From an optimization exercise on the open Yosys and OpenROAD flow, aimed at small area and a short achievable clock period; shortcuts taken in it are not production practice.
Function was checked by simulation only, so behaviour that the tests miss may differ from the original.

==> flow/design.v, too long to show whole: its modules and the start of the top module <==
// module fc_neuron: 1223 lines
// module fc_neuron_fa: 10 lines
// module fc_neuron_ha: 9 lines
module fc_neuron #(
    parameter int unsigned RELU_EN = 0
) (
    input  logic        clk,
    input  logic        rst,
    input  logic [63:0] pooledPixelArray,
    input  logic [63:0] weight,
    output logic [7:0]  result
);
  // ...
==> flow/flow/run.sh <==
#!/bin/bash
# Standard ORFS layout, except that the port buffers are the smallest plain
# buffer instead of the delay cell buffer_ports picks by default.
set -euo pipefail
export BUFFER_PORTS_ARGS="-buffer_cell sky130_fd_sc_hd__buf_1"
bash standard.sh > standard.log 2>&1
==> flow/standard.sh <==
#!/bin/bash
# synth_recipe.tcl (not shown) runs the flow's synth.tcl, then flattens the netlist and writes it again
# the make line also repeats each setting of config.mk as NAME=value (left out here)
make -C /OpenROAD-flow-scripts/flow DESIGN_CONFIG=/design/flow/config.mk WORK_HOME=/design/flow/orfs CLKGATE_MAP_FILE= SYNTH_SCRIPT=/design/flow/synth_recipe.tcl "${@:-finish}"
==> flow/config.mk <==
export PLATFORM = sky130hd
export DESIGN_NAME = fc_neuron
export DESIGN_NICKNAME = fc_neuron
export VERILOG_FILES = /design/flow/design.v
export SDC_FILE = /design/flow/constraint.sdc
export NUM_CORES = 4
export LEC_CHECK = 0
export CAP_MARGIN = 20
export CORE_MARGIN = 2
export CORE_UTILIZATION = 40
export CTS_BUF_LIST = sky130_fd_sc_hd__clkbuf_2 sky130_fd_sc_hd__clkbuf_4
export SLEW_MARGIN = 20
export SYNTH_HIERARCHICAL = 1
export SYNTH_MINIMUM_KEEP_SIZE = 0
==> flow/constraint.sdc <==
create_clock -name core_clock -period 15.0 [get_ports {clk}]
set_input_delay 3.0000 -clock core_clock [delete_from_list [all_inputs] [get_ports {clk}]]
set_output_delay 3.0000 -clock core_clock [all_outputs]
set_load 0.01 [all_outputs]
==> flow_metrics.py, run 1 <==
metrics = {
    "logic_synthesis": {
        "syn_avg_cell_area_um2": 11.0,
        "synth_flop_cell": "dfxtp_1",
        "synthAdderAreaFrac_pct": 75.6,
        "synthArstFlopShare_pct": 0,
        "synth_edf_count": 0,
    },
    "global_routing": {
        "met2_usage_pct": 42.7,
    },
    "clock_tree": {
        "path_clk_slew_ns": 0.05,
        "cts_sinks": 8,
        "h-tree-depth": 1,
        "cts_tree": "built",
    },
    "placed_design": {
        "dpl-instance-area_mm2": 0.0138,
    },
    "critical_path": {
        "cpPeakStageDelay_ns": 0.57,
        "endpoint": "result_q[4]",
    },
    "sta": {
        "rsz0062_at_grt": "false",
        "fin_crit_sh_pct": 63.2,
        "max_slew_margin_pct": 50.4,
        "fin_crit_ns": 9.48,
        "finalHoldViolations": 0,
        "fmax_ghz": 0.105,
        "worst_slew_pin_slew_ns": 0.740,
    },
    "finish": {
        "num-nonclk-buffers": 137,
        "buf_share_pct": 3.71,
        "layout_commonest_cell": "fa_1",
    },
    "route": {
        "wirelength_mm": 43.5,
        "top_layer": "met4",
    },
    "floorplan": {
        "die_w_um": 185,
    },
    "status": {
        "status": "finished clean",
    },
}
==> run 2, diff against run 1 <==
--- a/flow/config.mk
+++ b/flow/config.mk
@@ -8,7 +8,6 @@
 export CAP_MARGIN = 20
 export CORE_MARGIN = 2
 export CORE_UTILIZATION = 40
-export CTS_BUF_LIST = sky130_fd_sc_hd__clkbuf_2 sky130_fd_sc_hd__clkbuf_4
 export SLEW_MARGIN = 20
 export SYNTH_HIERARCHICAL = 1
 export SYNTH_MINIMUM_KEEP_SIZE = 0
==> run 2 against run 1 <==
Critical endpoint unchanged. Critical path depth is the same. Synthesized cell count is the same. Utilization grew 0.16 points. Non-clock buffer count is the same. Global-route usage is essentially flat. Still clean on timing, DRC and antenna. Sequential share of layout area is essentially flat. Design area grew 0.38%. Flip-flop and latch count is the same. Setup slack lost 0.033 ns. Maximum frequency shrank 0.34%.
==> flow_metrics.py, run 2 <==
metrics = {
    "sta": {
        "setup-violations-final": 0,
        "rsz0062_at_grt": "false",
        "fmax_ghz": 0.105,
        "max_slew_margin_pct": 49.1,
        "finalHoldViolations": 0,
        "whs_ns": 3.28,
        "worst_slew_pin_slew_ns": 0.758,
        "fin_crit_ns": 9.51,
        "fin_crit_sh_pct": 63.4,
        "setup_tns_ns": 0,
        "drv_slew": 0,
        "setup_slack_ns": 5.49,
    },
    "finish": {
        "layout_commonest_cell": "fa_1",
        "fin_cells": 1673,
        "regArea_um2": 160,
        "largest_register": "result_q",
        "fin_nets": 1868,
        "drive_above_1_share_pct": 0.569,
        "syn_to_final_growth_pct": 5.69,
        "fin_area_mm2": 0.0139,
        "final_cell_mix": "fa_1 (484), nand2_1 (388), buf_1 (137)",
        "diodes": 0,
        "largest_register_ffs": 8,
        "nFillCells": 3156,
        "multiInputGateArea_mm2": 0.0125,
        "biggestRegsByFlops": "result_q (8)",
    },
    "placed_design": {
        "dp_cells": 1670,
        "post-place-ws_ns": 5.35,
        "dpl-instance-area_mm2": 0.0138,
        "gpl.final_weighted_congestion": 0.992,
        "dpl.hpwl_mm": 39.9,
        "io_buffers": 137,
    },
    "critical_path": {
        "crit_path_end_kind": "flip-flop",
        "cp_common_cell": "fa_1",
        "cp_data_arrival_time_ns": 9.59,
        "crit_path_cell_trace": "buf_1, nand2_1, fa_1, fa_1, fa_1, fa_1, fa_1, fa_1, fa_1, fa_1, fa_1, ha_1, xnor2_1, nor4_4, and3_1, o31ai_1",
        "worstSetupPathType": "in -> reg",
        "worstPathRequired_ns": 15.08,
        "start_kind": "primary input",
        "cp_max_fo": 9,
        "cp_slowest_cell": "nor4_4",
        "cpPeakStageDelay_ns": 0.57,
    },
    "route": {
        "drtPass1Iterations": 5,
        "antenna_left": 0,
        "drtIter0Drc": 958,
        "drc": 0,
        "drt-vias-per-instance": 5.59,
        "vias": 9348,
        "avgRoutedWirePerCell_um": 26.0,
        "wirelength_mm": 43.6,
    },
    "floorplan": {
        "die_w_um": 185,
        "row_count": 66,
        "start_util_pct": 40.5,
        "die_area_mm2": 0.0344,
        "pin_count": 138,
        "core_mm2": 0.0325,
        "die_height_um": 185,
    },
    "logic_synthesis": {
        "synthArstFlopShare_pct": 0,
        "ys_seq_area_share_pct": 1.22,
        "ys_ff_latch": 8,
        "synth_area_mm2": 0.0132,
        "syn_avg_cell_area_um2": 11.0,
        "synth_flop_cell": "dfxtp_1",
        "synth_top_area_cell": "fa_1",
        "synthDominantCellAreaShare_pct": 73.6,
        "synth.most_common_cell": "fa_1",
        "yosysUniqueCellTypes": 25,
        "synthTopCellsByArea": "fa_1 (74%), nand2_1 (11%), and2_1 (5.9%)",
        "syn_nets": 1829,
        "yosys_warnings": 7,
        "syn_inst": 1194,
        "synth_edf_count": 0,
        "synthTopCellsByCount": "fa_1 (484), nand2_1 (388), and2_1 (124)",
    },
    "run": {
        "cap_violations": 0,
    },
    "clock_tree": {
        "cts_sinks": 8,
        "h-tree-depth": 1,
        "post_cts_buffers": 0,
        "cts_made_buffers": 3,
        "path_clk_slew_ns": 0.03,
        "cts_buffer_depth": 2,
        "cts-resized-gates": 0,
        "cts_tree": "built",
        "cts-root-buf": "clkbuf_16",
        "holdBufCountCts": 0,
    },
    "worst_hold_path": {
        "hold_path_class": "in -> reg",
    },
    "global_routing": {
        "grt_pass1_wl_mm": 66.0,
        "overflow": 0,
        "antenna_found_initial": 0,
        "grt_use_total_pct": 26.8,
        "grt_max_degree": 10,
        "grt_pass1_vias": 10700,
    },
    "status": {
        "status": "finished clean",
    },
}
==> run 2: cell counts after synthesis <==
No cell type changed its count.
==> run 2: area by class of cell <==
class,count,share of cell area (%)
clock buffers,3,0.540
inverters,19,0.513
multi-input cells,1064,90.1
flip-flops and latches,8,1.15
well taps,442,3.98
repair buffers,137,3.70
==> run 2: metal layers <==
metal	global-route usage [%]	routed length, um
met2	42.8	20700
met4	8.67	1570
met1	37.8	17100
met3	3.95	4250
met5	0	0
==> run 2: worst max-delay path: cells and delay by family <==
kind	cells	cell delay, ns
adders and majority gates	10	4.58
and+or+nand+nor	3	1.16
buffers and inverters	1	0.54
xor gates and xnor gates	1	0.17
AOI/OAI and AO/OA	1	0.12
==> run 2: final timing paths <==
kind                        startpoint           to  slack (ns)  depth (start not counted)
hold / removal                     rst  result_q[6]        3.28                          4
setup / recovery  pooledPixelArray[11]  result_q[4]        5.49                         16
==> run 2: metrics by stage <==
step	util, %
floorplan	-
global placement	42.6
detailed placement	42.6
CTS	42.8
global route	42.8
finish	42.8
==> run 2: cell families after synthesis <==
logic type	count (synthesis)	synth area share, %
and+or+nand+nor	531	18.0
adders and majority gates	505	75.6
buffers and inverters	122	3.54
AOI/OAI and AO/OA	20	1.10
xor gates and xnor gates	8	0.533
DFF	8	1.22
==> run 2: modules after synthesis, one instance, submodules excluded <==
module        cells inside  flip-flops and latches
fc_neuron_fa             1                       0
fc_neuron              710                       8
fc_neuron_ha             1                       0

-- static timing again, ports no longer ideal --
In the flow no input, the clock included, has a driving cell. The finished layouts below were timed again as built, in two steps.
Step 1: set_driving_cell puts a clkbuf_16 on clk and a buf_2 on each other input, an assumption about the parent block.
Step 2 moves the port delays by t, midway between the first and last clock arrival at a register: inputs arrive t later, outputs are due t later. That takes back most of the time a late clock gives input paths.
Three values: no drivers, after step 1, after step 2; two values: the first two.
| run | t, ns | slack for setup (ns) | worst data-port slew with drivers (ns) |
|---|---|---|---|
| run 1 | 0.267 | 5.519 / 5.506 / 5.239 | 0.05 |
| run 2 | 0.253 | 5.486 / 5.480 / 5.228 | 0.05 |
After both steps every run listed still meets setup and hold. The setup slack of run 1, which loses most, moves by -0.013 ns with the drivers and by -0.280 ns with both steps.
